From an optimization exercise on the open Yosys and OpenROAD flow, aimed at a short achievable clock period and few clock cycles per item; shortcuts taken in it are not production practice. Function was checked by simulation only, so behaviour that the tests miss may differ from the original. Power and IR drop assume default switching activity.

**flow/config.mk**
```make
export PLATFORM = sky130hd
export DESIGN_NAME = rv_core
export DESIGN_NICKNAME = rv_core
export VERILOG_FILES = /design/flow/design.v
export SDC_FILE = /design/flow/constraint.sdc
export NUM_CORES = 4
export LEC_CHECK = 0
export ABC_CLOCK_PERIOD_IN_PS = 3000
export CAP_MARGIN = 20
export CORE_MARGIN = 2
export CORE_UTILIZATION = 40
export SETUP_SLACK_MARGIN = 5
export SLEW_MARGIN = 20
```
**flow/constraint.sdc**
```tcl
create_clock -name core_clock -period 8.0 [get_ports {clk}]
set_input_delay 1.6000 -clock core_clock [delete_from_list [all_inputs] [get_ports {clk}]]
set_output_delay 1.6000 -clock core_clock [all_outputs]
set_load 0.01 [all_outputs]
```
**flow/design.v**
```verilog
`timescale 1ns/10ps
`default_nettype none
package rv_isa_pkg;
  localparam int XLEN = 32;
  typedef logic [XLEN-1:0] word_t;
  localparam int REG_AW = 5;
  typedef logic [REG_AW-1:0] reg_idx_t;
  localparam logic [6:0] OP_LOAD   = 7'b0000011;
  localparam logic [6:0] OP_STORE  = 7'b0100011;
  localparam logic [6:0] OP_BRANCH = 7'b1100011;
  localparam logic [6:0] OP_JALR   = 7'b1100111;
  localparam logic [6:0] OP_JAL    = 7'b1101111;
  localparam logic [6:0] OP_IMM    = 7'b0010011;
  localparam logic [6:0] OP_REG    = 7'b0110011;
  localparam logic [6:0] OP_SYSTEM = 7'b1110011;
  localparam logic [6:0] OP_AUIPC  = 7'b0010111;
  localparam logic [6:0] OP_LUI    = 7'b0110111;
  typedef struct packed {
    logic [6:0] funct7;
    reg_idx_t   rs2;
    reg_idx_t   rs1;
    logic [2:0] funct3;
    reg_idx_t   rd;
    logic [6:0] opcode;
  } r_fmt_t;
  typedef struct packed {
    logic [11:0] imm;
    reg_idx_t    rs1;
    logic [2:0]  funct3;
    reg_idx_t    rd;
    logic [6:0]  opcode;
  } i_fmt_t;
  typedef struct packed {
    logic [6:0] imm_hi;
    reg_idx_t   rs2;
    reg_idx_t   rs1;
    logic [2:0] funct3;
    logic [4:0] imm_lo;
    logic [6:0] opcode;
  } s_fmt_t;
  typedef struct packed {
    logic       imm_12;
    logic [5:0] imm_10_5;
    reg_idx_t   rs2;
    reg_idx_t   rs1;
    logic [2:0] funct3;
    logic [3:0] imm_4_1;
    logic       imm_11;
    logic [6:0] opcode;
  } b_fmt_t;
  typedef struct packed {
    logic [19:0] imm;
    reg_idx_t    rd;
    logic [6:0]  opcode;
  } u_fmt_t;
  typedef struct packed {
    logic       imm_20;
    logic [9:0] imm_10_1;
    logic       imm_11;
    logic [7:0] imm_19_12;
    reg_idx_t   rd;
    logic [6:0] opcode;
  } j_fmt_t;
  typedef union packed {
    r_fmt_t r_fmt;
    i_fmt_t i_fmt;
    s_fmt_t s_fmt;
    b_fmt_t b_fmt;
    u_fmt_t u_fmt;
    j_fmt_t j_fmt;
  } inst_t;
endpackage
`default_nettype wire
`timescale 1ns/10ps
`default_nettype none
package rv_ctrl_pkg;
  localparam int ALU_OP_W = 4;
  localparam logic [ALU_OP_W-1:0] ALU_ADD    = 4'd0;
  localparam logic [ALU_OP_W-1:0] ALU_SUB    = 4'd1;
  localparam logic [ALU_OP_W-1:0] ALU_AND    = 4'd2;
  localparam logic [ALU_OP_W-1:0] ALU_OR     = 4'd3;
  localparam logic [ALU_OP_W-1:0] ALU_XOR    = 4'd4;
  localparam logic [ALU_OP_W-1:0] ALU_SLL    = 4'd5;
  localparam logic [ALU_OP_W-1:0] ALU_SRL    = 4'd6;
  localparam logic [ALU_OP_W-1:0] ALU_SRA    = 4'd7;
  localparam logic [ALU_OP_W-1:0] ALU_SLT    = 4'd8;
  localparam logic [ALU_OP_W-1:0] ALU_SLTU   = 4'd9;
  localparam logic [ALU_OP_W-1:0] ALU_PASS_B = 4'd10;
  localparam logic [ALU_OP_W-1:0] ALU_LINK   = 4'd11;
  localparam int BR_OP_W = 3;
  localparam logic [BR_OP_W-1:0] BR_NONE = 3'd0;
  localparam logic [BR_OP_W-1:0] BR_EQ   = 3'd1;
  localparam logic [BR_OP_W-1:0] BR_NE   = 3'd2;
  localparam logic [BR_OP_W-1:0] BR_LT   = 3'd3;
  localparam logic [BR_OP_W-1:0] BR_GE   = 3'd4;
  localparam logic [BR_OP_W-1:0] BR_LTU  = 3'd5;
  localparam logic [BR_OP_W-1:0] BR_GEU  = 3'd6;
  localparam int FWD_W = 2;
  localparam logic [FWD_W-1:0] FWD_REG = 2'd0;
  localparam logic [FWD_W-1:0] FWD_MEM = 2'd1;
  localparam logic [FWD_W-1:0] FWD_WB  = 2'd2;
  localparam logic [31:0] NOP_WORD = 32'h0000_0013;
endpackage
`default_nettype wire
`timescale 1ns/10ps
`default_nettype none
module rv_regfile (
  input  logic                 clk,
  input  logic                 rst,
  input  rv_isa_pkg::reg_idx_t rs1,
  input  rv_isa_pkg::reg_idx_t rs2,
  input  rv_isa_pkg::reg_idx_t rd,
  input  rv_isa_pkg::word_t    rd_data,
  input  logic                 we,
  output rv_isa_pkg::word_t    rs1_data,
  output rv_isa_pkg::word_t    rs2_data
);
  rv_isa_pkg::word_t regs [1:2**rv_isa_pkg::REG_AW-1];
  function automatic rv_isa_pkg::word_t read_port(input rv_isa_pkg::reg_idx_t idx);
    if (idx == '0) begin
      read_port = '0;
    end else if (we && idx == rd) begin
      read_port = rd_data;
    end else begin
      read_port = regs[idx];
    end
  endfunction
  always_ff @(posedge clk) begin
    if (rst) begin
      for (int i = 1; i < 2**rv_isa_pkg::REG_AW; i++) begin
        regs[i] <= '0;
      end
    end else if (we) begin
      regs[rd] <= rd_data;
    end
  end
  always_comb begin
    rs1_data = read_port(rs1);
    rs2_data = read_port(rs2);
  end
endmodule
`default_nettype wire
`timescale 1ns/10ps
`default_nettype none
module rv_decoder (
  input  rv_isa_pkg::inst_t                inst,
  output rv_isa_pkg::reg_idx_t             rd,
  output rv_isa_pkg::reg_idx_t             rs1,
  output rv_isa_pkg::reg_idx_t             rs2,
  output rv_isa_pkg::word_t                imm,
  output logic [rv_ctrl_pkg::ALU_OP_W-1:0] alu_op,
  output logic [rv_ctrl_pkg::BR_OP_W-1:0]  br_op,
  output logic                             use_imm,
  output logic                             a_is_pc,
  output logic                             reg_we,
  output logic                             mem_rd,
  output logic                             mem_we,
  output logic                             is_jump,
  output logic                             is_jalr,
  output logic                             is_ecall
);
  logic [6:0] funct7;
  logic [2:0] funct3;
  logic       valid;
  function automatic logic [rv_ctrl_pkg::ALU_OP_W-1:0] alu_from_f3(input logic [2:0] f3, input logic alt);
    case (f3)
      3'b000:  alu_from_f3 = alt ? rv_ctrl_pkg::ALU_SUB : rv_ctrl_pkg::ALU_ADD;
      3'b001:  alu_from_f3 = rv_ctrl_pkg::ALU_SLL;
      3'b010:  alu_from_f3 = rv_ctrl_pkg::ALU_SLT;
      3'b011:  alu_from_f3 = rv_ctrl_pkg::ALU_SLTU;
      3'b100:  alu_from_f3 = rv_ctrl_pkg::ALU_XOR;
      3'b101:  alu_from_f3 = alt ? rv_ctrl_pkg::ALU_SRA : rv_ctrl_pkg::ALU_SRL;
      3'b110:  alu_from_f3 = rv_ctrl_pkg::ALU_OR;
      default: alu_from_f3 = rv_ctrl_pkg::ALU_AND;
    endcase
  endfunction
  assign funct7 = inst.r_fmt.funct7;
  assign funct3 = inst.r_fmt.funct3;
  always_comb begin
    rd       = inst.r_fmt.rd;
    rs1      = '0;
    rs2      = '0;
    imm      = '0;
    alu_op   = rv_ctrl_pkg::ALU_ADD;
    br_op    = rv_ctrl_pkg::BR_NONE;
    use_imm  = 1'b0;
    a_is_pc  = 1'b0;
    reg_we   = 1'b0;
    mem_rd   = 1'b0;
    mem_we   = 1'b0;
    is_jump  = 1'b0;
    is_jalr  = 1'b0;
    is_ecall = 1'b0;
    valid    = 1'b1;
    case (inst.r_fmt.opcode)
      rv_isa_pkg::OP_REG: begin
        rs1    = inst.r_fmt.rs1;
        rs2    = inst.r_fmt.rs2;
        reg_we = 1'b1;
        alu_op = alu_from_f3(funct3, funct7[5]);
        valid  = funct7 == 7'h00 ||
                 (funct7 == 7'h20 && (funct3 == 3'b000 || funct3 == 3'b101));
      end
      rv_isa_pkg::OP_IMM: begin
        rs1     = inst.i_fmt.rs1;
        imm     = {{20{inst.i_fmt.imm[11]}}, inst.i_fmt.imm};
        use_imm = 1'b1;
        reg_we  = 1'b1;
        alu_op  = alu_from_f3(funct3, funct3 == 3'b101 && funct7[5]);
        if (funct3 == 3'b001) begin
          valid = funct7 == 7'h00;
        end else if (funct3 == 3'b101) begin
          valid = funct7 == 7'h00 || funct7 == 7'h20;
        end
      end
      rv_isa_pkg::OP_LOAD: begin
        rs1     = inst.i_fmt.rs1;
        imm     = {{20{inst.i_fmt.imm[11]}}, inst.i_fmt.imm};
        use_imm = 1'b1;
        reg_we  = 1'b1;
        mem_rd  = 1'b1;
        valid   = funct3 == 3'b010;
      end
      rv_isa_pkg::OP_STORE: begin
        rs1     = inst.s_fmt.rs1;
        rs2     = inst.s_fmt.rs2;
        imm     = {{20{inst.s_fmt.imm_hi[6]}}, inst.s_fmt.imm_hi, inst.s_fmt.imm_lo};
        use_imm = 1'b1;
        mem_we  = 1'b1;
        valid   = funct3 == 3'b010;
      end
      rv_isa_pkg::OP_BRANCH: begin
        rs1 = inst.b_fmt.rs1;
        rs2 = inst.b_fmt.rs2;
        imm = {{19{inst.b_fmt.imm_12}}, inst.b_fmt.imm_12, inst.b_fmt.imm_11,
               inst.b_fmt.imm_10_5, inst.b_fmt.imm_4_1, 1'b0};
        case (funct3)
          3'b000:  br_op = rv_ctrl_pkg::BR_EQ;
          3'b001:  br_op = rv_ctrl_pkg::BR_NE;
          3'b100:  br_op = rv_ctrl_pkg::BR_LT;
          3'b101:  br_op = rv_ctrl_pkg::BR_GE;
          3'b110:  br_op = rv_ctrl_pkg::BR_LTU;
          3'b111:  br_op = rv_ctrl_pkg::BR_GEU;
          default: valid = 1'b0;
        endcase
      end
      rv_isa_pkg::OP_JAL: begin
        imm     = {{11{inst.j_fmt.imm_20}}, inst.j_fmt.imm_20, inst.j_fmt.imm_19_12,
                   inst.j_fmt.imm_11, inst.j_fmt.imm_10_1, 1'b0};
        alu_op  = rv_ctrl_pkg::ALU_LINK;
        a_is_pc = 1'b1;
        reg_we  = 1'b1;
        is_jump = 1'b1;
      end
      rv_isa_pkg::OP_JALR: begin
        rs1     = inst.i_fmt.rs1;
        imm     = {{20{inst.i_fmt.imm[11]}}, inst.i_fmt.imm};
        alu_op  = rv_ctrl_pkg::ALU_LINK;
        a_is_pc = 1'b1;
        reg_we  = 1'b1;
        is_jump = 1'b1;
        is_jalr = 1'b1;
        valid   = funct3 == 3'b000;
      end
      rv_isa_pkg::OP_LUI: begin
        imm     = {inst.u_fmt.imm, 12'h000};
        alu_op  = rv_ctrl_pkg::ALU_PASS_B;
        use_imm = 1'b1;
        reg_we  = 1'b1;
      end
      rv_isa_pkg::OP_AUIPC: begin
        imm     = {inst.u_fmt.imm, 12'h000};
        use_imm = 1'b1;
        a_is_pc = 1'b1;
        reg_we  = 1'b1;
      end
      rv_isa_pkg::OP_SYSTEM: begin
        is_ecall = inst == 32'h0000_0073;
        valid    = is_ecall;
      end
      default: valid = 1'b0;
    endcase
    if (!valid) begin
      rs1     = '0;
      rs2     = '0;
      br_op   = rv_ctrl_pkg::BR_NONE;
      reg_we  = 1'b0;
      mem_rd  = 1'b0;
      mem_we  = 1'b0;
      is_jump = 1'b0;
      is_jalr = 1'b0;
    end
    if (rd == '0) begin
      reg_we = 1'b0;
      mem_rd = 1'b0;
    end
  end
endmodule
`default_nettype wire
`timescale 1ns/10ps
`default_nettype none
module rv_add32 (
  input  logic [31:0] a,
  input  logic [31:0] b,
  input  logic        cin,
  output logic [31:0] s
);
  logic [31:0] g [6];
  logic [31:0] p [6];
  always_comb begin
    g[0] = a & b;
    p[0] = a ^ b;
    g[0][0] = (a[0] & b[0]) | ((a[0] ^ b[0]) & cin);
    for (int l = 0; l < 5; l++) begin
      for (int i = 0; i < 32; i++) begin
        if (i >= (1 << l)) begin
          g[l+1][i] = g[l][i] | (p[l][i] & g[l][i-(1<<l)]);
          p[l+1][i] = p[l][i] & p[l][i-(1<<l)];
        end else begin
          g[l+1][i] = g[l][i];
          p[l+1][i] = p[l][i];
        end
      end
    end
    s = (a ^ b) ^ {g[5][30:0], cin};
  end
endmodule
module rv_cmp32 (
  input  logic [31:0] a,
  input  logic [31:0] b,
  output logic        eq,
  output logic        lt,
  output logic        ltu
);
  logic [30:0] l [6];
  logic [30:0] e [6];
  always_comb begin
    l[0] = ~a[30:0] & b[30:0];
    e[0] = ~(a[30:0] ^ b[30:0]);
    for (int k = 0; k < 5; k++) begin
      for (int i = 0; i < 31; i++) begin
        if (i % (2 << k) == 0 && i + (1 << k) < 31) begin
          l[k+1][i] = l[k][i+(1<<k)] | (e[k][i+(1<<k)] & l[k][i]);
          e[k+1][i] = e[k][i+(1<<k)] & e[k][i];
        end else begin
          l[k+1][i] = l[k][i];
          e[k+1][i] = e[k][i];
        end
      end
    end
    eq  = (a[31] == b[31]) && e[5][0];
    ltu = (!a[31] && b[31]) || ((a[31] == b[31]) && l[5][0]);
    lt  = (a[31] && !b[31]) || ((a[31] == b[31]) && l[5][0]);
  end
endmodule
`default_nettype wire
`timescale 1ns/10ps
`default_nettype none
module rv_hazard (
  input  rv_isa_pkg::reg_idx_t          d_rs1,
  input  rv_isa_pkg::reg_idx_t          d_rs2,
  input  rv_isa_pkg::reg_idx_t          x_rs1,
  input  rv_isa_pkg::reg_idx_t          x_rs2,
  input  rv_isa_pkg::reg_idx_t          x_rd,
  input  rv_isa_pkg::reg_idx_t          m_rd,
  input  rv_isa_pkg::reg_idx_t          w_rd,
  input  logic                          x_mem_rd,
  input  logic                          m_reg_we,
  input  logic                          w_reg_we,
  input  logic                          redirect,
  output logic [rv_ctrl_pkg::FWD_W-1:0] fwd_a,
  output logic [rv_ctrl_pkg::FWD_W-1:0] fwd_b,
  output logic                          stall,
  output logic                          flush_d,
  output logic                          flush_x
);
  logic load_use;
  function automatic logic [rv_ctrl_pkg::FWD_W-1:0] fwd_sel(input rv_isa_pkg::reg_idx_t rs);
    if (m_reg_we && m_rd == rs) begin
      fwd_sel = rv_ctrl_pkg::FWD_MEM;
    end else if (w_reg_we && w_rd == rs) begin
      fwd_sel = rv_ctrl_pkg::FWD_WB;
    end else begin
      fwd_sel = rv_ctrl_pkg::FWD_REG;
    end
  endfunction
  always_comb begin
    fwd_a    = fwd_sel(x_rs1);
    fwd_b    = fwd_sel(x_rs2);
    load_use = x_mem_rd && (x_rd == d_rs1 || x_rd == d_rs2);
    stall    = load_use && !redirect;
    flush_d  = redirect;
    flush_x  = redirect || load_use;
  end
endmodule
`default_nettype wire
`timescale 1ns/10ps
`default_nettype none
module rv_core #(
  parameter rv_isa_pkg::word_t RESET_PC = 32'h0000_0100
) (
  input  logic              clk,
  input  logic              rst,
  output rv_isa_pkg::word_t imem_addr,
  input  rv_isa_pkg::word_t imem_data,
  output rv_isa_pkg::word_t dmem_addr,
  output rv_isa_pkg::word_t dmem_wdata,
  output logic              dmem_we,
  input  rv_isa_pkg::word_t dmem_rdata,
  output logic              halt,
  output rv_isa_pkg::word_t trace_pc,
  output rv_isa_pkg::word_t trace_inst
);
  localparam logic [6:0] OP_LOAD   = 7'b0000011;
  localparam logic [6:0] OP_STORE  = 7'b0100011;
  localparam logic [6:0] OP_BRANCH = 7'b1100011;
  localparam logic [6:0] OP_JALR   = 7'b1100111;
  localparam logic [6:0] OP_JAL    = 7'b1101111;
  localparam logic [6:0] OP_IMM    = 7'b0010011;
  localparam logic [6:0] OP_REG    = 7'b0110011;
  localparam logic [6:0] OP_AUIPC  = 7'b0010111;
  localparam logic [6:0] OP_LUI    = 7'b0110111;
  localparam int R_ADD = 0;
  localparam int R_SUB = 1;
  localparam int R_AND = 2;
  localparam int R_OR  = 3;
  localparam int R_XOR = 4;
  localparam int R_SLL = 5;
  localparam int R_SRL = 6;
  localparam int R_SLT = 7;
  localparam int R_SLTU = 8;
  localparam int R_ALT = 9;
  localparam int R_W   = 10;
  logic        x_redirect;
  logic        x_squash;
  logic        r_q;
  logic [31:0] r_pc;
  logic        d_v;
  logic        d_redirect;
  logic [31:0] d_redirect_pc;
  logic [31:0] x_redirect_pc;
  logic [31:0] pc;
  logic [31:0] f_inst;
  logic        f_is_jal;
  logic        f_is_br;
  logic        f_take;
  logic [31:0] f_tgt;
  logic [31:0] pc_next;
  assign imem_addr = pc;
  assign f_inst    = imem_data;
  localparam int BP_AW = 5;
  localparam int BP_N  = 2**BP_AW;
  localparam int JP_AW = 3;
  localparam int JP_N  = 2**JP_AW;
  logic [2:0]  bt_cnt  [BP_N];
  logic [2:0]  bt_trip [BP_N];
  logic        bt_tv   [BP_N];
  logic        bt_back [BP_N];
  logic [1:0]  bt_ctr  [BP_N];
  logic        bt_cv   [BP_N];
  logic        jt_v    [JP_N];
  logic [31:1] jt_tgt  [JP_N];
  logic [BP_AW-1:0] f_bidx;
  logic [JP_AW-1:0] f_jidx;
  logic        f_is_jalr;
  logic        f_br_take;
  logic [31:0] f_ptgt;
  assign f_bidx = pc[BP_AW+1:2];
  assign f_jidx = pc[JP_AW+1:2];
  localparam int LV_N = 8;
  logic        lv_v   [LV_N];
  logic [1:0]  lv_tag [LV_N];
  logic [31:1] lv_val [LV_N];
  logic [4:0]  f_rs1;
  logic        f_lv_hit;
  assign f_rs1    = f_inst[19:15];
  assign f_lv_hit = lv_v[f_rs1[2:0]] && lv_tag[f_rs1[2:0]] == f_rs1[4:3] &&
                    f_inst[31:20] == 12'd0;
  assign f_ptgt   = f_lv_hit ? {lv_val[f_rs1[2:0]], 1'b0} : {jt_tgt[f_jidx], 1'b0};
  logic f_lp_ok;
  logic d_addi;
  logic d_lp_zero;
  logic [31:0] d_lp_k;
  assign d_addi    = d_v && d_faddi && !d_fwd1;
  assign d_lp_k    = d_op1 ^ d_imm;
  assign d_lp_zero = !d_lp_k[0] && (d_lp_k[31:1] == (d_op1[30:0] | d_imm[30:0]));
  assign f_lp_ok   = d_addi && f_inst[24:20] == 5'd0 && f_inst[14:13] == 2'b00 &&
                     f_inst[19:15] == d_rd;
  logic [31:0] f_imm;
  logic [31:0] f_sum;
  logic [31:0] f_pc4;
  assign f_imm = f_inst[2] ? {{12{f_inst[31]}}, f_inst[19:12], f_inst[20], f_inst[30:21], 1'b0}
                           : {{20{f_inst[31]}}, f_inst[7], f_inst[30:25], f_inst[11:8], 1'b0};
  rv_add32 i_add_ftgt (.a(pc), .b(f_imm), .cin(1'b0), .s(f_sum));
  rv_add32 i_add_fpc4 (.a(pc), .b(32'd4), .cin(1'b0), .s(f_pc4));
  always_comb begin
    f_is_jal  = f_inst[6:0] == OP_JAL;
    f_is_br   = f_inst[6:0] == OP_BRANCH && f_inst[14:13] != 2'b01;
    f_is_jalr = f_inst[6:0] == OP_JALR && f_inst[14:12] == 3'b000;
    if (f_lp_ok)
      f_br_take = f_inst[12] ^ d_lp_zero;
    else if (f_inst[31])
      f_br_take = bt_back[f_bidx];
    else if (bt_cv[f_bidx])
      f_br_take = bt_ctr[f_bidx][1];
    else
      f_br_take = f_inst[14:12] == 3'b001 || f_inst[14:12] == 3'b101;
    f_take = f_is_jal || (f_is_br && f_br_take) || (f_is_jalr && (f_lv_hit || jt_v[f_jidx]));
    f_tgt = f_is_jalr ? f_ptgt : f_sum;
  end
  always_comb begin
    if (r_q)         pc_next = r_pc;
    else if (f_take) pc_next = f_tgt;
    else             pc_next = f_pc4;
  end
  always_ff @(posedge clk) begin
    if (rst) pc <= RESET_PC;
    else     pc <= pc_next;
  end
  logic        d_valid;
  logic [31:0] d_pc;
  logic [31:0] d_inst;
  logic        d_pred;
  logic [31:1] d_ptgt;
  logic [31:0] d_ftgt;
  logic        d_fbr;
  logic        d_faddi;
  assign d_v = d_valid && !r_q;
  always_ff @(posedge clk) begin
    if (rst || r_q) begin
      d_valid <= 1'b0;
    end else begin
      d_valid <= 1'b1;
    end
  end
  always_ff @(posedge clk) begin
    d_pc   <= pc;
    d_inst <= f_inst;
    d_pred <= f_take;
    d_ptgt <= f_ptgt[31:1];
    d_ftgt <= f_tgt;
    d_fbr  <= f_is_br;
    d_faddi <= f_inst[6:0] == OP_IMM && f_inst[14:12] == 3'b000 && f_inst[11:7] != 5'd0;
  end
  logic [6:0]  d_op;
  logic [2:0]  d_f3;
  logic [6:0]  d_f7;
  logic [4:0]  d_rd;
  logic [4:0]  d_rs1;
  logic [4:0]  d_rs2;
  logic        d_ok;
  logic        d_use1;
  logic        d_use2;
  logic        d_use_imm;
  logic        d_we;
  logic        d_load;
  logic        d_store;
  logic        d_is_br;
  logic        d_is_jalr;
  logic        d_ecall;
  logic [31:0] d_imm;
  logic [R_W-1:0] d_rsel;
  logic        d_link;
  logic        d_auipc;
  logic [31:0] d_target;
  logic [31:0] d_pc4;
  logic [31:0] d_alt;
  assign d_op  = d_inst[6:0];
  assign d_f3  = d_inst[14:12];
  assign d_f7  = d_inst[31:25];
  assign d_rd  = d_inst[11:7];
  always_comb begin
    d_ok      = 1'b0;
    d_use1    = 1'b0;
    d_use2    = 1'b0;
    d_use_imm = 1'b0;
    d_we      = 1'b0;
    d_load    = 1'b0;
    d_store   = 1'b0;
    d_is_br   = 1'b0;
    d_is_jalr = 1'b0;
    d_ecall   = 1'b0;
    d_imm     = {{20{d_inst[31]}}, d_inst[31:20]};
    d_rsel    = '0;
    d_link    = 1'b0;
    d_auipc   = 1'b0;
    case (d_op)
      OP_REG: begin
        d_ok   = d_f7 == 7'h00 || (d_f7 == 7'h20 && (d_f3 == 3'b000 || d_f3 == 3'b101));
        d_use1 = 1'b1;
        d_use2 = 1'b1;
        d_we   = 1'b1;
      end
      OP_IMM: begin
        d_ok      = d_f3 == 3'b001 ? d_f7 == 7'h00 :
                    d_f3 == 3'b101 ? (d_f7 == 7'h00 || d_f7 == 7'h20) : 1'b1;
        d_use1    = 1'b1;
        d_use_imm = 1'b1;
        d_we      = 1'b1;
      end
      OP_LOAD: begin
        d_ok      = d_f3 == 3'b010;
        d_use1    = 1'b1;
        d_use_imm = 1'b1;
        d_we      = 1'b1;
        d_load    = 1'b1;
      end
      OP_STORE: begin
        d_ok      = d_f3 == 3'b010;
        d_use1    = 1'b1;
        d_use2    = 1'b1;
        d_use_imm = 1'b1;
        d_store   = 1'b1;
        d_imm     = {{20{d_inst[31]}}, d_inst[31:25], d_inst[11:7]};
      end
      OP_BRANCH: begin
        d_ok    = d_f3[2:1] != 2'b01;
        d_use1  = 1'b1;
        d_use2  = 1'b1;
        d_is_br = 1'b1;
        d_imm   = {{20{d_inst[31]}}, d_inst[7], d_inst[30:25], d_inst[11:8], 1'b0};
      end
      OP_JAL: begin
        d_ok      = 1'b1;
        d_we      = 1'b1;
        d_imm     = {{12{d_inst[31]}}, d_inst[19:12], d_inst[20], d_inst[30:21], 1'b0};
        d_link    = 1'b1;
      end
      OP_JALR: begin
        d_ok      = d_f3 == 3'b000;
        d_use1    = 1'b1;
        d_use_imm = 1'b1;
        d_we      = 1'b1;
        d_is_jalr = 1'b1;
        d_link    = 1'b1;
      end
      OP_LUI: begin
        d_ok      = 1'b1;
        d_we      = 1'b1;
        d_imm     = {d_inst[31:12], 12'h000};
      end
      OP_AUIPC: begin
        d_ok      = 1'b1;
        d_we      = 1'b1;
        d_use_imm = 1'b1;
        d_imm     = {d_inst[31:12], 12'h000};
        d_auipc   = 1'b1;
      end
      default: begin
        d_ok    = 1'b0;
        d_ecall = d_inst == 32'h0000_0073;
      end
    endcase
    if (d_op == OP_REG || d_op == OP_IMM) begin
      case (d_f3)
        3'b000: d_rsel[(d_op == OP_REG && d_f7[5]) ? R_SUB : R_ADD] = 1'b1;
        3'b001: d_rsel[R_SLL]  = 1'b1;
        3'b010: d_rsel[R_SLT]  = 1'b1;
        3'b011: d_rsel[R_SLTU] = 1'b1;
        3'b100: d_rsel[R_XOR]  = 1'b1;
        3'b101: d_rsel[R_SRL]  = 1'b1;
        3'b110: d_rsel[R_OR]   = 1'b1;
        default: d_rsel[R_AND] = 1'b1;
      endcase
    end else if (d_op == OP_LUI || d_op == OP_JAL || d_op == OP_JALR) begin
      d_rsel[R_ALT] = 1'b1;
    end else begin
      d_rsel[R_ADD] = 1'b1;
    end
    if (!d_ok || !d_v) begin
      d_use1    = 1'b0;
      d_use2    = 1'b0;
      d_we      = 1'b0;
      d_load    = 1'b0;
      d_store   = 1'b0;
      d_is_br   = 1'b0;
      d_is_jalr = 1'b0;
    end
    if (!d_v) d_ecall = 1'b0;
    if (d_rd == 5'd0) begin
      d_we   = 1'b0;
      d_load = 1'b0;
    end
  end
  assign d_rs1 = d_use1 ? d_inst[19:15] : 5'd0;
  assign d_rs2 = d_use2 ? d_inst[24:20] : 5'd0;
  assign d_target = d_ftgt;
  rv_add32 i_add_dpc4 (.a(d_pc), .b(32'd4), .cin(1'b0), .s(d_pc4));
  assign d_alt    = d_link ? d_pc4 : d_imm;
  logic [4:0]  w_rd;
  logic [31:0] w_data;
  logic        w_we;
  logic [4:0]  f_rs1i;
  logic [4:0]  f_rs2i;
  logic [31:0] rf1;
  logic [31:0] rf2;
  logic [31:0] d_rf1;
  logic [31:0] d_rf2;
  assign f_rs1i = f_inst[19:15];
  assign f_rs2i = f_inst[24:20];
  rv_regfile i_rv_regfile (
    .clk      (clk),
    .rst      (rst),
    .rs1      (f_rs1i),
    .rs2      (f_rs2i),
    .rd       (w_rd),
    .rd_data  (w_data),
    .we       (w_we),
    .rs1_data (rf1),
    .rs2_data (rf2)
  );
  always_ff @(posedge clk) begin
    d_rf1 <= rf1;
    d_rf2 <= rf2;
  end
  logic [31:0] m_result;
  logic [4:0]  m_rd;
  logic        m_we;
  logic        m_load;
  logic [31:0] m_wbval;
  logic [31:0] d_op1;
  logic [31:0] d_op2;
  logic        x_we;
  logic        x_load;
  logic [4:0]  x_rd;
  assign m_wbval = m_load ? dmem_rdata : m_result;
  logic d_fx1, d_fx2;
  logic d_fm1, d_fm2;
  logic d_fw1, d_fw2;
  always_ff @(posedge clk) begin
    d_fx1 <= d_we && d_rd == f_rs1i;
    d_fx2 <= d_we && d_rd == f_rs2i;
    d_fm1 <= x_we && !x_squash && x_rd == f_rs1i;
    d_fm2 <= x_we && !x_squash && x_rd == f_rs2i;
    d_fw1 <= m_we && m_rd == f_rs1i;
    d_fw2 <= m_we && m_rd == f_rs2i;
  end
  assign d_op1 = d_fm1 ? m_wbval : (d_fw1 ? w_data : d_rf1);
  assign d_op2 = d_fm2 ? m_wbval : (d_fw2 ? w_data : d_rf2);
  logic d_fwd1;
  logic d_fwd2;
  assign d_fwd1 = d_fx1;
  assign d_fwd2 = d_fx2;
  logic d_eq;
  logic d_lt;
  logic d_ltu;
  logic d_cond;
  logic d_br_res;
  logic d_pred_fix;
  rv_cmp32 i_cmp_d (.a(d_op1), .b(d_op2), .eq(d_eq), .lt(d_lt), .ltu(d_ltu));
  always_comb begin
    case (d_f3[2:1])
      2'b00:   d_cond = d_eq;
      2'b10:   d_cond = d_lt;
      default: d_cond = d_ltu;
    endcase
    d_cond = d_cond ^ d_f3[0];
  end
  assign d_br_res      = d_v && d_fbr && !d_fwd1 && !d_fwd2;
  assign d_pred_fix    = d_br_res ? d_cond : d_pred;
  assign d_redirect    = d_br_res && d_cond != d_pred;
  assign d_redirect_pc = d_cond ? d_target : d_pc4;
  logic        x_valid;
  logic        x_store;
  logic        x_is_br;
  logic        x_is_jalr;
  logic        x_ecall;
  logic        x_pred;
  logic [31:1] x_ptgt;
  logic [2:0]  x_f3;
  logic [31:0] x_pc;
  logic [31:0] x_inst;
  logic [31:0] x_a;
  logic [31:0] x_b;
  logic [31:0] x_sd;
  logic        x_fa;
  logic        x_fb;
  logic        x_fsd;
  logic        x_fla;
  logic        x_flb;
  logic        x_flsd;
  logic [31:0] x_alt;
  logic [31:0] x_target;
  logic [31:0] x_pc4;
  logic [R_W-1:0] x_rsel;
  logic        x_sra;
  logic        x_sub;
  logic [2:0]  x_bsel;
  logic        x_binv;
  logic        d_sub;
  assign d_sub = d_op == OP_REG && d_f3 == 3'b000 && d_f7[5];
  always_ff @(posedge clk) begin
    if (rst) x_squash <= 1'b0;
    else     x_squash <= x_redirect;
  end
  always_ff @(posedge clk) begin
    if (rst) r_q <= 1'b0;
    else     r_q <= x_redirect || d_redirect;
  end
  always_ff @(posedge clk) begin
    r_pc <= x_redirect ? x_redirect_pc : d_redirect_pc;
  end
  always_ff @(posedge clk) begin
    if (rst || !d_v) begin
      x_valid   <= 1'b0;
      x_we      <= 1'b0;
      x_load    <= 1'b0;
      x_store   <= 1'b0;
      x_is_br   <= 1'b0;
      x_is_jalr <= 1'b0;
      x_ecall   <= 1'b0;
    end else begin
      x_valid   <= 1'b1;
      x_we      <= d_we;
      x_load    <= d_load;
      x_store   <= d_store;
      x_is_br   <= d_is_br;
      x_is_jalr <= d_is_jalr;
      x_ecall   <= d_ecall;
    end
  end
  always_ff @(posedge clk) begin
    x_pred   <= d_pred_fix;
    x_ptgt   <= d_ptgt;
    x_f3     <= d_f3;
    x_pc     <= d_pc;
    x_inst   <= d_inst;
    x_rd     <= d_rd;
    x_a      <= d_auipc ? d_pc : d_op1;
    x_b      <= d_use_imm ? d_imm : (d_sub ? ~d_op2 : d_op2);
    x_sd     <= d_op2;
    x_fa     <= d_fwd1 && d_use1 && !x_load;
    x_fb     <= d_fwd2 && !d_use_imm && !x_load;
    x_fsd    <= d_fwd2 && !x_load;
    x_fla    <= d_fwd1 && d_use1 && x_load;
    x_flb    <= d_fwd2 && !d_use_imm && x_load;
    x_flsd   <= d_fwd2 && x_load;
    x_alt    <= d_alt;
    x_target <= d_target;
    x_pc4    <= d_pc4;
    x_rsel   <= d_rsel;
    x_sra    <= d_f7[5];
    x_sub    <= d_sub;
    x_bsel   <= {d_f3[2] & d_f3[1], d_f3[2] & !d_f3[1], !d_f3[2]};
    x_binv   <= d_f3[0] ^ d_pred_fix;
  end
  logic [31:0] a;
  logic [31:0] b;
  logic [31:0] sd;
  logic [31:0] ld;
  logic [31:0] sum00, sum10, sum01, sum11, sumL0, sum0L, sumLL;
  logic [31:0] dif01, dif0L;
  logic [31:0] sum;
  logic        eq00, eq10, eq01, eqL0, eq0L;
  logic        lt00, lt10, lt01, ltL0, lt0L;
  logic        ltu00, ltu10, ltu01, ltuL0, ltu0L;
  logic        eq;
  logic        lt;
  logic        ltu;
  logic        cond_raw;
  logic        x_mispredict;
  logic [31:0] shl;
  logic [31:0] shr;
  logic [31:0] x_result;
  assign ld = dmem_rdata;
  assign a  = x_fa  ? m_result : (x_fla  ? ld : x_a);
  assign b  = x_fb  ? m_result : (x_flb  ? ld : x_b);
  assign sd = x_fsd ? m_result : (x_flsd ? ld : x_sd);
  rv_add32 i_add00 (.a(x_a),      .b(x_b),       .cin(x_sub), .s(sum00));
  rv_add32 i_add10 (.a(m_result), .b(x_b),       .cin(x_sub), .s(sum10));
  rv_add32 i_add01 (.a(x_a),      .b(m_result),  .cin(1'b0),  .s(sum01));
  rv_add32 i_dif01 (.a(x_a),      .b(~m_result), .cin(1'b1),  .s(dif01));
  rv_add32 i_add11 (.a(m_result), .b(m_result),  .cin(1'b0),  .s(sum11));
  rv_add32 i_addL0 (.a(ld),       .b(x_b),       .cin(x_sub), .s(sumL0));
  rv_add32 i_add0L (.a(x_a),      .b(ld),        .cin(1'b0),  .s(sum0L));
  rv_add32 i_dif0L (.a(x_a),      .b(~ld),       .cin(1'b1),  .s(dif0L));
  rv_add32 i_addLL (.a(ld),       .b(ld),        .cin(1'b0),  .s(sumLL));
  always_comb begin
    case ({x_fa, x_fla, x_fb, x_flb})
      4'b1000: sum = sum10;
      4'b0010: sum = x_sub ? dif01 : sum01;
      4'b1010: sum = x_sub ? 32'd0 : sum11;
      4'b0100: sum = sumL0;
      4'b0001: sum = x_sub ? dif0L : sum0L;
      4'b0101: sum = x_sub ? 32'd0 : sumLL;
      default: sum = sum00;
    endcase
  end
  rv_cmp32 i_cmp00 (.a(x_a),      .b(x_b),      .eq(eq00), .lt(lt00), .ltu(ltu00));
  rv_cmp32 i_cmp10 (.a(m_result), .b(x_b),      .eq(eq10), .lt(lt10), .ltu(ltu10));
  rv_cmp32 i_cmp01 (.a(x_a),      .b(m_result), .eq(eq01), .lt(lt01), .ltu(ltu01));
  rv_cmp32 i_cmpL0 (.a(ld),       .b(x_b),      .eq(eqL0), .lt(ltL0), .ltu(ltuL0));
  rv_cmp32 i_cmp0L (.a(x_a),      .b(ld),       .eq(eq0L), .lt(lt0L), .ltu(ltu0L));
  always_comb begin
    case ({x_fa, x_fla, x_fb, x_flb})
      4'b1000: begin eq = eq10; lt = lt10; ltu = ltu10; end
      4'b0010: begin eq = eq01; lt = lt01; ltu = ltu01; end
      4'b0100: begin eq = eqL0; lt = ltL0; ltu = ltuL0; end
      4'b0001: begin eq = eq0L; lt = lt0L; ltu = ltu0L; end
      4'b1010, 4'b0101: begin eq = 1'b1; lt = 1'b0; ltu = 1'b0; end
      default: begin eq = eq00; lt = lt00; ltu = ltu00; end
    endcase
  end
  assign shl = a << b[4:0];
  assign shr = $signed({x_sra & a[31], a}) >>> b[4:0];
  always_comb begin
    x_result = '0;
    if (x_rsel[R_ADD] || x_rsel[R_SUB]) x_result = x_result | sum;
    if (x_rsel[R_AND])  x_result = x_result | (a & b);
    if (x_rsel[R_OR])   x_result = x_result | (a | b);
    if (x_rsel[R_XOR])  x_result = x_result | (a ^ b);
    if (x_rsel[R_SLL])  x_result = x_result | shl;
    if (x_rsel[R_SRL])  x_result = x_result | shr;
    if (x_rsel[R_SLT])  x_result = x_result | {31'd0, lt};
    if (x_rsel[R_SLTU]) x_result = x_result | {31'd0, ltu};
    if (x_rsel[R_ALT])  x_result = x_result | x_alt;
  end
  assign cond_raw = (x_bsel[0] & eq) | (x_bsel[1] & lt) | (x_bsel[2] & ltu);
  function automatic logic jalr_check(input logic [31:0] ra, input logic [31:0] rb,
                                      input logic [31:1] pt);
    logic [31:1] jk;
    logic [30:1] jco;
    jk  = ra[31:1] ^ rb[31:1] ^ pt;
    jco = (ra[30:1] & rb[30:1]) | ((ra[30:1] ^ rb[30:1]) & jk[30:1]);
    jalr_check = (jk[1] == (ra[0] & rb[0])) && (jco == jk[31:2]);
  endfunction
  logic jalr_ok;
  logic jalr_ok_x;
  logic jalr_ok_m;
  logic jalr_ok_l;
  assign jalr_ok_x = jalr_check(x_a, x_b, x_ptgt);
  assign jalr_ok_m = jalr_check(m_result, x_b, x_ptgt);
  assign jalr_ok_l = jalr_check(ld, x_b, x_ptgt);
  assign jalr_ok   = x_fa ? jalr_ok_m : (x_fla ? jalr_ok_l : jalr_ok_x);
  assign x_mispredict = x_is_br && (cond_raw ^ x_binv) && !x_squash;
  assign x_redirect   = ((x_ecall || (x_is_jalr && !(x_pred && jalr_ok))) && !x_squash) ||
                        x_mispredict;
  always_comb begin
    if (x_is_jalr)                    x_redirect_pc = {sum[31:1], 1'b0};
    else if (x_ecall)                 x_redirect_pc = x_pc;
    else if (cond_raw ^ x_f3[0])      x_redirect_pc = x_target;
    else                              x_redirect_pc = x_pc4;
  end
  logic x_link;
  assign x_link = x_rsel[R_ALT] && (x_inst[6:0] == OP_JAL || x_inst[6:0] == OP_JALR);
  always_ff @(posedge clk) begin
    if (rst) begin
      for (int i = 0; i < LV_N; i++) lv_v[i] <= 1'b0;
    end else if (x_we && !x_squash) begin
      if (x_link)
        lv_v[x_rd[2:0]] <= 1'b1;
      else if (lv_tag[x_rd[2:0]] == x_rd[4:3])
        lv_v[x_rd[2:0]] <= 1'b0;
    end
  end
  always_ff @(posedge clk) begin
    if (x_we && !x_squash && x_link) begin
      lv_tag[x_rd[2:0]] <= x_rd[4:3];
      lv_val[x_rd[2:0]] <= x_pc4[31:1];
    end
  end
  logic             m_bu;
  logic             m_back;
  logic             m_taken;
  logic [BP_AW-1:0] m_bidx;
  logic             m_ju;
  logic [JP_AW-1:0] m_jidx;
  logic [31:1]      m_jtgt;
  always_ff @(posedge clk) begin
    if (rst) begin
      m_bu <= 1'b0;
      m_ju <= 1'b0;
    end else begin
      m_bu <= x_is_br && !x_squash;
      m_ju <= x_is_jalr && !x_squash;
    end
  end
  logic             w_bu;
  logic             w_back;
  logic [BP_AW-1:0] w_bidx;
  logic [2:0]       w_cnt;
  logic [2:0]       w_trip;
  logic             w_tv;
  logic             w_bk;
  logic [1:0]       w_ctr;
  logic [BP_AW-1:0] x_bidx;
  logic             xw_hit;
  logic [2:0]       m_cnt;
  logic [2:0]       m_trip;
  logic             m_tv;
  logic [1:0]       m_ctr;
  assign x_bidx = x_pc[BP_AW+1:2];
  assign xw_hit = w_bu && w_bidx == x_bidx;
  always_ff @(posedge clk) begin
    m_back  <= x_inst[31];
    m_taken <= cond_raw ^ x_f3[0];
    m_bidx  <= x_bidx;
    m_jidx  <= x_pc[JP_AW+1:2];
    m_jtgt  <= sum[31:1];
    m_cnt   <= (xw_hit && w_back) ? w_cnt  : bt_cnt[x_bidx];
    m_trip  <= (xw_hit && w_back) ? w_trip : bt_trip[x_bidx];
    m_tv    <= (xw_hit && w_back) ? w_tv   : bt_tv[x_bidx];
    m_ctr   <= (xw_hit && !w_back) ? w_ctr :
               bt_cv[x_bidx] ? bt_ctr[x_bidx] :
               (x_f3 == 3'b001 || x_f3 == 3'b101) ? 2'd2 : 2'd1;
  end
  logic       mw_hit;
  logic [2:0] u_cnt;
  logic [2:0] u_trip;
  logic       u_tv;
  logic [1:0] u_ctr;
  logic [2:0] n_cnt;
  logic [2:0] n_trip;
  logic       n_tv;
  logic [1:0] n_ctr;
  logic       n_back;
  assign mw_hit = w_bu && w_bidx == m_bidx;
  assign u_cnt  = (mw_hit && w_back) ? w_cnt  : m_cnt;
  assign u_trip = (mw_hit && w_back) ? w_trip : m_trip;
  assign u_tv   = (mw_hit && w_back) ? w_tv   : m_tv;
  assign u_ctr  = (mw_hit && !w_back) ? w_ctr : m_ctr;
  always_comb begin
    n_cnt  = u_cnt;
    n_trip = u_trip;
    n_tv   = u_tv;
    if (m_taken) begin
      if (u_cnt != 3'd7) n_cnt = u_cnt + 3'd1;
      else               n_tv  = 1'b0;
    end else begin
      n_cnt  = 3'd0;
      n_trip = u_cnt + 3'd1;
      n_tv   = u_cnt != 3'd7;
    end
    n_back = !n_tv || ({1'b0, n_cnt} + 4'd1 < {1'b0, n_trip});
    if (m_taken) n_ctr = u_ctr == 2'd3 ? 2'd3 : u_ctr + 2'd1;
    else         n_ctr = u_ctr == 2'd0 ? 2'd0 : u_ctr - 2'd1;
  end
  always_ff @(posedge clk) begin
    if (rst) w_bu <= 1'b0;
    else     w_bu <= m_bu;
  end
  always_ff @(posedge clk) begin
    w_back <= m_back;
    w_bidx <= m_bidx;
    w_cnt  <= n_cnt;
    w_trip <= n_trip;
    w_tv   <= n_tv;
    w_bk   <= n_back;
    w_ctr  <= n_ctr;
  end
  always_ff @(posedge clk) begin
    if (rst) begin
      for (int i = 0; i < BP_N; i++) begin
        bt_cnt[i]  <= 3'd0;
        bt_tv[i]   <= 1'b0;
        bt_back[i] <= 1'b1;
        bt_cv[i]   <= 1'b0;
      end
    end else if (w_bu) begin
      if (w_back) begin
        bt_cnt[w_bidx]  <= w_cnt;
        bt_tv[w_bidx]   <= w_tv;
        bt_back[w_bidx] <= w_bk;
      end else begin
        bt_cv[w_bidx]   <= 1'b1;
      end
    end
  end
  always_ff @(posedge clk) begin
    if (w_bu && w_back)  bt_trip[w_bidx] <= w_trip;
    if (w_bu && !w_back) bt_ctr[w_bidx]  <= w_ctr;
  end
  always_ff @(posedge clk) begin
    if (rst) begin
      for (int i = 0; i < JP_N; i++) jt_v[i] <= 1'b0;
    end else if (m_ju) begin
      jt_v[m_jidx] <= 1'b1;
    end
  end
  always_ff @(posedge clk) begin
    if (m_ju) jt_tgt[m_jidx] <= m_jtgt;
  end
  logic        m_valid;
  logic        m_store;
  logic        m_ecall;
  logic [31:0] m_pc;
  logic [31:0] m_inst;
  logic [31:0] m_sd;
  always_ff @(posedge clk) begin
    if (rst) begin
      m_valid <= 1'b0;
      m_we    <= 1'b0;
      m_load  <= 1'b0;
      m_store <= 1'b0;
      m_ecall <= 1'b0;
    end else begin
      m_valid <= x_valid && !x_squash;
      m_we    <= x_we && !x_squash;
      m_load  <= x_load && !x_squash;
      m_store <= x_store && !x_squash;
      m_ecall <= x_ecall && !x_squash;
    end
  end
  always_ff @(posedge clk) begin
    m_result <= x_result;
    m_sd     <= sd;
    m_rd     <= x_rd;
    m_pc     <= x_pc;
    m_inst   <= x_inst;
  end
  assign dmem_addr  = m_result;
  assign dmem_wdata = m_sd;
  assign dmem_we    = m_store;
  logic [31:0] w_pc;
  logic [31:0] w_inst;
  logic        w_ecall;
  always_ff @(posedge clk) begin
    if (rst) begin
      w_pc    <= '0;
      w_we    <= 1'b0;
      w_ecall <= 1'b0;
    end else begin
      w_pc    <= m_valid ? m_pc : 32'd0;
      w_we    <= m_we;
      w_ecall <= m_ecall;
    end
  end
  always_ff @(posedge clk) begin
    w_data <= m_wbval;
    w_rd   <= m_rd;
    w_inst <= m_inst;
  end
  assign halt       = w_ecall;
  assign trace_pc   = w_pc;
  assign trace_inst = w_inst;
endmodule
`default_nettype wire
```
**flow/flow/run.sh**
```bash
#!/bin/bash
# The standard layout, except that synthesis and repair may not use the
# slow four-input OR/NOR-type cells (and similar wide stacked gates).
# Each step's full output is kept in a log file in this folder.
set -euo pipefail
HERE=$(pwd)
cat > "$HERE/flow_config.mk" <<EOC
include $HERE/config.mk
export DONT_USE_CELLS += sky130_fd_sc_hd__or4_1 sky130_fd_sc_hd__or4_2 sky130_fd_sc_hd__or4_4 sky130_fd_sc_hd__nor4_1 sky130_fd_sc_hd__nor4_2 sky130_fd_sc_hd__nor4_4 sky130_fd_sc_hd__or4b_1 sky130_fd_sc_hd__or4b_2 sky130_fd_sc_hd__or4b_4 sky130_fd_sc_hd__or4bb_1 sky130_fd_sc_hd__or4bb_2 sky130_fd_sc_hd__or4bb_4 sky130_fd_sc_hd__nor4b_1 sky130_fd_sc_hd__nor4b_2 sky130_fd_sc_hd__nor4b_4 sky130_fd_sc_hd__nor4bb_1 sky130_fd_sc_hd__nor4bb_2 sky130_fd_sc_hd__nor4bb_4 sky130_fd_sc_hd__a2111oi_0 sky130_fd_sc_hd__a2111oi_1 sky130_fd_sc_hd__a2111oi_2 sky130_fd_sc_hd__a2111oi_4 sky130_fd_sc_hd__o2111ai_1 sky130_fd_sc_hd__o2111ai_2 sky130_fd_sc_hd__o2111ai_4 sky130_fd_sc_hd__o41ai_1 sky130_fd_sc_hd__o41a_1 sky130_fd_sc_hd__a2111o_1 sky130_fd_sc_hd__o2111a_1 sky130_fd_sc_hd__a41oi_1 sky130_fd_sc_hd__o41ai_2 sky130_fd_sc_hd__o41ai_4 sky130_fd_sc_hd__a41oi_2 sky130_fd_sc_hd__a41oi_4
EOC
bash standard.sh DESIGN_CONFIG="$HERE/flow_config.mk" synth > synth.log 2>&1
bash standard.sh DESIGN_CONFIG="$HERE/flow_config.mk" finish > layout.log 2>&1
```
**flow/standard.sh**
```bash
#!/bin/bash
# synth_recipe.tcl (not shown) runs the flow's synth.tcl, then flattens the netlist and writes it again
# the make line also repeats each setting of config.mk as NAME=value (left out here)
make -C /OpenROAD-flow-scripts/flow DESIGN_CONFIG=/design/flow/config.mk WORK_HOME=/design/flow/orfs CLKGATE_MAP_FILE= SYNTH_SCRIPT=/design/flow/synth_recipe.tcl "${@:-finish}"
```
==> run summary, run 1 <==
outcome timing/DRC/antenna clean; cell taking the most area after synthesis edfxtp_1; Synth Warn # 8; Final Hold Vio Count 0; Fin Clk Skew around 0.092 ns; standard-cell row count 222; Mapped Area 146500 sq um; die area ~370000 sq um; Post-synth top cells 1832 x edfxtp_1, 1188 x and2_1, 940 x dfxtp_1, 876 x nor2_1, 786 x mux4_2; Initial Util 40.12%; RSZ-0062 raised after global routing yes; Placed Cells incl. Taps roughly 17000; CTS root buf clkbuf_16; final setup violation count 0; number of max-cap violations 0; RePlAce Congestion roughly 1.1; die height ~610 um; synth top area cells edfxtp_1 38%, dfxtp_1 13%, mux4_2 12%; Final Util about half; overall routed net length 696.9 mm; top-count cell post-synth edfxtp_1; CTS clk-pin slew, worst paths 0.06 ns; required time of the critical path 8.84 ns; fillers roughly 31000; fin cells around 18000; Critical Path Start Type flip-flop; GRT Total Usage between 30% and 40%; Die Wd a little over 600 um; crit-path cells buf_4, mux2i_1, nor2_1, a21oi_2, ha_1, xor2_1, nand4_1, nor3_2, nand4_1, xnor2_1, mux2i_1, o21ai_1, or2_4, buf_12, mux2_4, mux2i_1, nor2_1; IO buf count 227; Worst Setup End Kind flip-flop; PwrDens roughly 260 nW/um^2; CP most frequent cell mux2i_1; hold_ws around 0.28 ns; Max clock buf depth 4; Crit Path Class reg -> reg; setup tns final 0 ns; DP Wirelength 438.1 mm; Clk Latency, worst-skew pair 0.98 ns; post-placement cell area 156700 sq um; Max Slew Vio Count 0; Syn Area/Cell between 10 and 15 sq um; number of distinct library cells after synthesis between 80 and 90; maximum vdd drop between 0.15 and 0.2 mV; FFs w/ async S/R, synth 0%; crit share post-route 55.92%; Final min period about 4.5 ns; Leak about 0.070 uW; first-pass GRT wire length about 930 mm; H-Tree Depth 5; area delta synth->final 27.72%; Vias between 100k and 150k; crit path max fanout 36; DR iter-0 viols 17775; Via density between 6 and 7; Post-Synthesis Cells ~12000; final antenna-violating net count 0; Post-synth EDFFs ~1800; number of synthesized register bits approximately 2800; maximum clock rate 223.5 MHz; Max transition margin under 10%; Syn Nets 12919; fin area roughly 190000 sq um; Seq/Total Area, Yosys about half; global route overflow 0; Routed wire per std cell between 30 and 40 um; io pins ~230; vias in the first global route ~110k; largest net degree at the start of global routing 74; critical path's slowest cell nor2_1; Hold Path Class reg -> reg; CP peak stage delay 0.48 ns; initial antenna violation count 71; nets around 14000; CTS tree done; area share of the largest cell type after synthesis a little under two fifths; Num CTS Buffers about 300; layout cell share with drive strength beyond 1 between 30% and 40%; CTS Sinks roughly 2800; DR DRC count 0; drt first pass iters 7; core area 365300 sq um; Least-Margin Pin Slew between 1 and 1.5 ns; Main synth FF type edfxtp_1; CP arrival ~5.3 ns
## routing by layer
metal  up-vias  global-route usage (%)  wire length [um]
li1      47004                       -                 -
met5         -                       0                96
met3      2276                   8.696             79740
met2      8557                   54.73            303100
met1     58816                   45.45            250100
met4        16                   26.51             63870
## through the flow
step	total power (uW)	setup slack [ns]
after floorplan	24090	3.077
after global placement	29690	0.9837
after detailed placement	29730	1.151
after CTS	47240	3.615
after global routing	49710	3.434
final	48680	3.526
## path summary, 6_finish.rpt
path / startpoint / to / slack (ns) / cells past startpoint
hold reg to reg: x_inst[31] / m_inst[31] / 0.28 / 0
setup / recovery: w_data[14] / pc[16] / 3.53 / 17
setup reg to reg: w_data[14] / pc[16] / 3.53 / 17
hold / removal: x_inst[31] / m_inst[31] / 0.28 / 0
## area by class of cell
class | instances | area [sq um] | area share (%)
antenna | 46 | 115.1 | 0.06150
clock buffer | 408 | 8458 | 4.519
clock inverter | 160 | 1762 | 0.9413
inverter | 379 | 1668 | 0.8911
multi-input combinational | 8169 | 76810 | 41.04
sequential | 2772 | 74340 | 39.72
tap | 4816 | 6026 | 3.220
timing repair buffer | 1523 | 17980 | 9.606
timing repair inverter | 1 | 5.005 | 0.002674
## registers in the layout (all words and copies together), names as in the netlist, 64 cells and up
signal and cells:
bt_cnt 96, bt_ctr 64, bt_trip 96, i_rv_regfile.regs 1024, jt_tgt 248, lv_val 248
## worst max-delay path: cells and delay by family (launching register included)
family / cells / cell delay (ns)
flip-flops: 1 / 0.43
multiplexers: 4 / 0.74
XOR/XNOR: 2 / 0.44
AO/OA/AOI/OAI: 2 / 0.25
adder cells (fa/ha/maj): 1 / 0.34
AND/OR/NAND/NOR: 6 / 1.61
buffers and inverters: 2 / 0.56
## power breakdown
| part | switching (uW) | leakage [uW] | internal, uW |
|---|---|---|---|
| Sequential | 1310 | 0.0259 | 16300 |
| Clock | 6310 | 0.00496 | 8170 |
| Combinational | 10200 | 0.0386 | 6410 |
| Total | 17800 | 0.0695 | 30900 |
## layout by cell type (no fill, tap or decap), types with 63 or more instances in the layout
master	netlist	routed
nand3_1	121	95
clkbuf_16	0	340
o21ai_0	556	328
a21oi_1	634	424
buf_6	2	293
o211ai_1	92	92
and2_1	1188	1175
inv_1	372	310
nor2_4	0	71
nand2_1	706	658
dfxtp_4	0	102
o21ai_2	1	80
mux4_2	786	786
buf_12	0	183
ha_4	0	98
buf_4	2	757
xor2_1	168	151
a211oi_2	0	67
mux2i_1	468	412
dfxtp_1	940	737
nor3_1	163	127
o21ai_1	4	93
dfxtp_2	0	101
ha_1	567	420
o21a_1	71	63
edfxtp_1	1832	1832
nand4_1	105	105
nand2b_1	74	69
nor2_1	876	765
a21oi_4	0	65
xnor2_1	259	214
a211oi_1	182	81
buf_16	0	81
nor2b_1	118	106
fa_1	101	89
a21oi_2	0	145
clkbuf_1	698	67
## logic make-up after synthesis
kind of cell | count (synthesis) | share of synthesized area (%)
AOI/OAI and AO/OA | 2192 | 9.499
and+or+nand+nor | 3566 | 12.38
DFF | 2772 | 50.38
adders and majority gates | 671 | 6.241
buffers and inverters | 1248 | 3.252
xor gates and xnor gates | 427 | 2.552
muxes | 1309 | 15.70
## repair_timing
item,in CTS,in global routing
pin swaps,365,292
buffers inserted,596,214
hold buffers,0,0
gates cloned,82,29
gates resized for setup,2891,557
endpoints found under the setup margin,1237,544
Testbench counts, summed over its fixed seeds: cycles 164,336, instrs 157,230.
==> inputs of run 2 (changes only) <==
--- a/flow/design.v
+++ b/flow/design.v
@@ -435,5 +435,7 @@
   logic        x_squash;
   logic        r_q;
-  logic [31:0] r_pc;
+  logic        r_sel;
+  logic [31:0] r_xpc;
+  logic [31:0] r_dpc;
   logic        d_v;
   logic        d_redirect;
@@ -510,5 +512,5 @@
   end
   always_comb begin
-    if (r_q)         pc_next = r_pc;
+    if (r_q)         pc_next = r_sel ? r_xpc : r_dpc;
     else if (f_take) pc_next = f_tgt;
     else             pc_next = f_pc4;
@@ -747,5 +749,4 @@
   logic d_cond;
   logic d_br_res;
-  logic d_pred_fix;
   rv_cmp32 i_cmp_d (.a(d_op1), .b(d_op2), .eq(d_eq), .lt(d_lt), .ltu(d_ltu));
   always_comb begin
@@ -758,7 +759,6 @@
   end
   assign d_br_res      = d_v && d_fbr && !d_fwd1 && !d_fwd2;
-  assign d_pred_fix    = d_br_res ? d_cond : d_pred;
   assign d_redirect    = d_br_res && d_cond != d_pred;
-  assign d_redirect_pc = d_cond ? d_target : d_pc4;
+  assign d_redirect_pc = d_pred ? d_pc4 : d_target;
   logic        x_valid;
   logic        x_store;
@@ -767,4 +767,5 @@
   logic        x_ecall;
   logic        x_pred;
+  logic        x_dres;
   logic [31:1] x_ptgt;
   logic [2:0]  x_f3;
@@ -799,5 +800,7 @@
   end
   always_ff @(posedge clk) begin
-    r_pc <= x_redirect ? x_redirect_pc : d_redirect_pc;
+    r_sel <= x_redirect;
+    r_xpc <= x_redirect_pc;
+    r_dpc <= d_redirect_pc;
   end
   always_ff @(posedge clk) begin
@@ -821,5 +824,6 @@
   end
   always_ff @(posedge clk) begin
-    x_pred   <= d_pred_fix;
+    x_pred   <= d_pred;
+    x_dres   <= d_br_res;
     x_ptgt   <= d_ptgt;
     x_f3     <= d_f3;
@@ -843,5 +847,5 @@
     x_sub    <= d_sub;
     x_bsel   <= {d_f3[2] & d_f3[1], d_f3[2] & !d_f3[1], !d_f3[2]};
-    x_binv   <= d_f3[0] ^ d_pred_fix;
+    x_binv   <= d_f3[0] ^ d_pred;
   end
   logic [31:0] a;
@@ -933,5 +937,5 @@
   assign jalr_ok_l = jalr_check(ld, x_b, x_ptgt);
   assign jalr_ok   = x_fa ? jalr_ok_m : (x_fla ? jalr_ok_l : jalr_ok_x);
-  assign x_mispredict = x_is_br && (cond_raw ^ x_binv) && !x_squash;
+  assign x_mispredict = x_is_br && !x_dres && (cond_raw ^ x_binv) && !x_squash;
   assign x_redirect   = ((x_ecall || (x_is_jalr && !(x_pred && jalr_ok))) && !x_squash) ||
                         x_mispredict;
@@ -939,6 +943,6 @@
     if (x_is_jalr)                    x_redirect_pc = {sum[31:1], 1'b0};
     else if (x_ecall)                 x_redirect_pc = x_pc;
-    else if (cond_raw ^ x_f3[0])      x_redirect_pc = x_target;
-    else                              x_redirect_pc = x_pc4;
+    else if (x_pred)                  x_redirect_pc = x_pc4;
+    else                              x_redirect_pc = x_target;
   end
   logic x_link;
==> run 2 against run 1 <==
  * Sequential share of layout area is essentially flat
  * Area after synthesis grew 1.1%
  * Critical path depth grew 4
  * Clock skew shrank 0.022 ns
  * Final cell count grew 1.3%
  * Clock power is essentially flat
  * Worst setup slack lost 0.044 ns
  * Global-route usage shrank 0.59 points
  * Core utilization shrank 0.18 points
  * Fmax shrank 0.97%
  * Synthesized cell count grew 0.28%
==> run summary, run 2 <==
Seq/Total Area, Yosys 50.27% (was 50.38%); Die Wd 612.7 um (was 609.3 um); first-pass GRT wire length 925.8 mm (was 933.6 mm); number of max-cap violations 0 (unchanged); vias in the first global route 111923 (was 112682); io pins 228 (unchanged); Reg2Reg Depth 21 (was 17); synth top area cells edfxtp_1 37%, dfxtp_1 13%, mux4_2 12% (was edfxtp_1 38%, dfxtp_1 13%, mux4_2 12%); Max Slew Vio Count 0 (unchanged); Via density 6.236 (was 6.384); Critical Path Start Type flip-flop (unchanged); core area 368900 sq um (was 365300 sq um); die area 375400 sq um (was 371200 sq um); outcome timing/DRC/antenna clean (unchanged); DP Wirelength 435.6 mm (was 438.1 mm); CTS root buf clkbuf_16 (unchanged); RePlAce Congestion 1.015 (was 1.062); hold_ws 0.3060 ns (was 0.2846 ns); Post-Synthesis Cells 12219 (was 12185); top-count cell post-synth edfxtp_1 (unchanged); CTS Sinks 2806 (was 2772); Worst R2R End pc[3] (was pc[16]); Hold Buf Count CTS 0 (unchanged); Syn Nets 12953 (was 12919); area share of the largest cell type after synthesis 37.12% (was 37.54%); number of distinct library cells after synthesis 90 (was 83); DR DRC count 0 (unchanged); nets 13985 (was 13889); Reg with most FFs i_rv_regfile.regs (unchanged); setup slack, reg-to-reg 3.48 ns (was 3.53 ns); Max transition margin 17.90% (was 7.348%); number of synthesized register bits 2806 (was 2772); Post-synth top cells 1832 x edfxtp_1, 1179 x and2_1, 974 x dfxtp_1, 791 x mux4_2, 784 x nor2_1 (was 1832 x edfxtp_1, 1188 x and2_1, 940 x dfxtp_1, 876 x nor2_1, 786 x mux4_2); fillers 31653 (was 31013); die height 612.7 um (was 609.3 um); Final Hold Vio Count 0 (unchanged); Fin Clk Skew 0.07027 ns (was 0.09190 ns); max FFs per register 1024 (unchanged); maximum clock rate 221.4 MHz (was 223.5 MHz); cell taking the most area after synthesis edfxtp_1 (unchanged); Max clock buf depth 4 (unchanged); WHS Endpoint x_ptgt[2] (was m_inst[31]); crit share post-route 56.47% (was 55.92%); Clk Latency, worst-skew pair 0.95 ns (was 0.98 ns); largest net degree at the start of global routing 133 (was 74); CP arrival 5.30 ns (was 5.32 ns); IO buf count 227 (unchanged); final setup violation count 0 (unchanged); Synth Warn # 8 (unchanged); post-synthesis simple-gate area fraction 12.11% (was 12.38%); RSZ-0062 raised after global routing yes (unchanged); Mapped Area 148200 sq um (was 146500 sq um); H-Tree Depth 5 (unchanged); leading cell type in the layout, fill and taps excluded edfxtp_1 (unchanged); Critical R2R Launch d_inst[4] (was w_data[14]); Routed wire per std cell 37.34 um (was 38.14 um); XOR/XNOR share of the synthesized area 2.541% (was 2.552%); DR iter-0 viols 15733 (was 17775); crit path max fanout 13 (was 36); drt first pass iters 8 (was 7); Hold Crit Depth 0 (unchanged); Syn Area/Cell 12.13 sq um (was 12.03 sq um); start point of the worst hold path d_ptgt[2] (was x_inst[31]); PwrDens 253.7 nW/um^2 (was 260.1 nW/um^2); standard-cell row count 223 (was 222); Num CTS Buffers 305 (was 309); Vias 115404 (was 116669); Final min period 4.518 ns (was 4.474 ns); initial antenna violation count 59 (was 71); adder-cell share of the synthesized area 6.171% (was 6.241%); Leak 0.07041 uW (was 0.06951 uW); mux cell area share after synthesis 16.38% (was 15.70%); final antenna-violating net count 0 (unchanged); Post-synth EDFFs 1832 (unchanged); Worst Setup End Kind flip-flop (unchanged); overall routed net length 690.9 mm (was 696.9 mm); largest family of logic cells by synthesized area multiplexers (unchanged); Synth Area in Compound Gates 9.275% (was 9.499%); CTS clk-pin slew, worst paths 0.07 ns (was 0.06 ns); required time of the critical path 8.78 ns (was 8.84 ns); commonest non-fill, non-tap cells in the layout 1832 x edfxtp_1, 1175 x and2_1, 805 x dfxtp_1 (was 1832 x edfxtp_1, 1175 x and2_1, 786 x mux4_2); Hold Path Class reg -> reg (unchanged); Register Area 74900 sq um (was 74340 sq um); global route overflow 0 (unchanged); FFs w/ async S/R, synth 0% (unchanged); GRT Total Usage 35.66% (was 36.25%); CTS tree done (unchanged); setup tns final 0 ns (unchanged); Initial Util 40.18% (was 40.12%); Least-Margin Pin Slew 1.223 ns (was 1.375 ns); Main synth FF type edfxtp_1 (unchanged); area of the multi-input gates 76840 sq um (was 76810 sq um); maximum vdd drop 0.1852 mV (was 0.1960 mV); Crit Path Class reg -> reg (unchanged); layout cell share with drive strength beyond 1 31.71% (was 32.28%); area delta synth->final 27.09% (was 27.72%)
==> run 2: cell types whose count changed in the layout (fill, tap and decap cells not counted), sizes merged, moves of 22 or more <==
cell    before   now
inv        360   382
mux2        55    99
mux2i      468   534
a21oi      634   609
nor2       877   784
o21bai      37    59
clkinv     122    91
or2         29   118
or3         56    31
o21ai      561   536
buf       1433  1463
a21o        62   103
dfxtp      940   974
==> run 2: where the power goes <==
part	total (uW)	switching [uW]	internal, uW
logic	15700	9650	6060
clock network	14400	6150	8290
registers	17600	1170	16500
==> run 2: worst max-delay path by stage <==
| stage | from | to | slack, ns | cells past startpoint |
|---|---|---|---|---|
| after CTS | d_inst[0] | pc[3] | 3.64 | 20 |
| after global placement | dmem_rdata[1] | m_result[26] | 1.02 | 14 |
| after global routing | d_inst[0] | pc[9] | 3.44 | 21 |
| after detailed placement | dmem_rdata[1] | m_result[26] | 1.08 | 14 |
| after floorplan | imem_data[22] | pc[30] | 3.17 | 18 |
| final | d_inst[4] | pc[3] | 3.48 | 21 |
==> run 2: per-stage QoR <==
stage | utilization [%] | worst slack [ns] | area, sq um | instances | total power [uW]
2_1_floorplan | - | 3.170 | 151300 | 12219 | 24170
4_1_cts | 49.87 | 3.636 | 183900 | 18231 | 46760
5_1_grt | 51.05 | 3.438 | 188300 | 18483 | 48950
6_report | 51.06 | 3.482 | 188400 | 18505 | 47780
3_5_place_dp | 42.98 | 1.080 | 158500 | 16942 | 29690
3_3_place_gp | 42.97 | 1.018 | 158500 | 16941 | 29650
==> run 2: area by class of cell <==
class	count	share of cell area, %
Clock buffer	425	4.690
Multi-Input combinational cell	8205	40.79
Inverter	400	0.9087
Sequential cell	2806	39.76
Antenna cell	59	0.07839
Timing Repair Buffer	1533	9.790
Clock inverter	127	0.6875
Tap cell	4950	3.288
==> run 2: cells by family after synthesis <==
| family | after synthesis |
|---|---|
| buffers and inverters | 1241 |
| adders and majority gates | 671 |
| and+or+nand+nor | 3495 |
| xor gates and xnor gates | 430 |
| DFF | 2806 |
| muxes | 1424 |
| AOI/OAI and AO/OA | 2152 |
==> run 2: routing by layer <==
layer | vias up | track usage, % | wire length (um)
li1 | 47236 | - | -
met1 | 58270 | 44.02 | 249200
met2 | 7755 | 54.47 | 305600
met3 | 2109 | 8.384 | 71110
met4 | 34 | 26.68 | 64630
met5 | - | 0 | 324
==> run 2: what timing repair did <==
action | 4_1_cts | 5_1_grt
gates cloned | 83 | 30
resized for setup | 2729 | 477
setup buffers | 654 | 184
endpoints found under the setup margin | 1819 | 685
pin swaps | 333 | 196
==> run 2: critical path, cell delays in order (launching register included) <==
cell      delay, ns
dfxtp_4        0.40
nand4b_1       0.22
or2_4          0.30
o21ai_4        0.18
nor2_4         0.11
mux2_4         0.29
a31oi_4        0.18
buf_12         0.15
ha_4           0.19
xor2_1         0.17
nand4_1        0.11
nor2_1         0.13
nand3_1        0.15
nor3_4         0.41
xor2_1         0.14
a32oi_2        0.33
nand3_4        0.19
buf_12         0.23
buf_12         0.13
buf_16         0.13
mux2i_1        0.15
a21oi_1        0.08
Testbench counts of run 2, summed over its fixed seeds: cycles 164,336, instrs 157,230.

afterwards: timing with drivers on the ports:
How much do the figures lean on ideal ports? The routed layouts below were timed once more, with nothing changed but the port constraints. Step 1 sets driving cells, clkbuf_16 on the clock port and buf_2 on the other inputs (assumed; they add their load-dependent delay and slew). Step 2, shift: input delay + t, output delay - t, t = (earliest + latest rising clock arrival at the registers) / 2. This alone moves slack from input paths to output paths. a / b / c = ideal / step 1 / step 2; a / b = the first two.
run	shift t [ns]	slack for setup (ns)	worst hold slack (ns)	latest minus earliest clock arrival (ns)	pins driven straight from the clock port
run 1	1.042	3.526 / 3.507 / 2.464	0.285 / 0.285 / 0.285	0.095 / 0.095	1
run 2	1.036	3.482 / 3.483 / 2.645	0.306 / 0.306 / 0.306	0.079 / 0.079	1
After both steps every run listed still meets setup and hold. For run 1, which loses most, drivers alone change the setup slack by -0.019 ns; drivers and shift together by -1.062 ns.
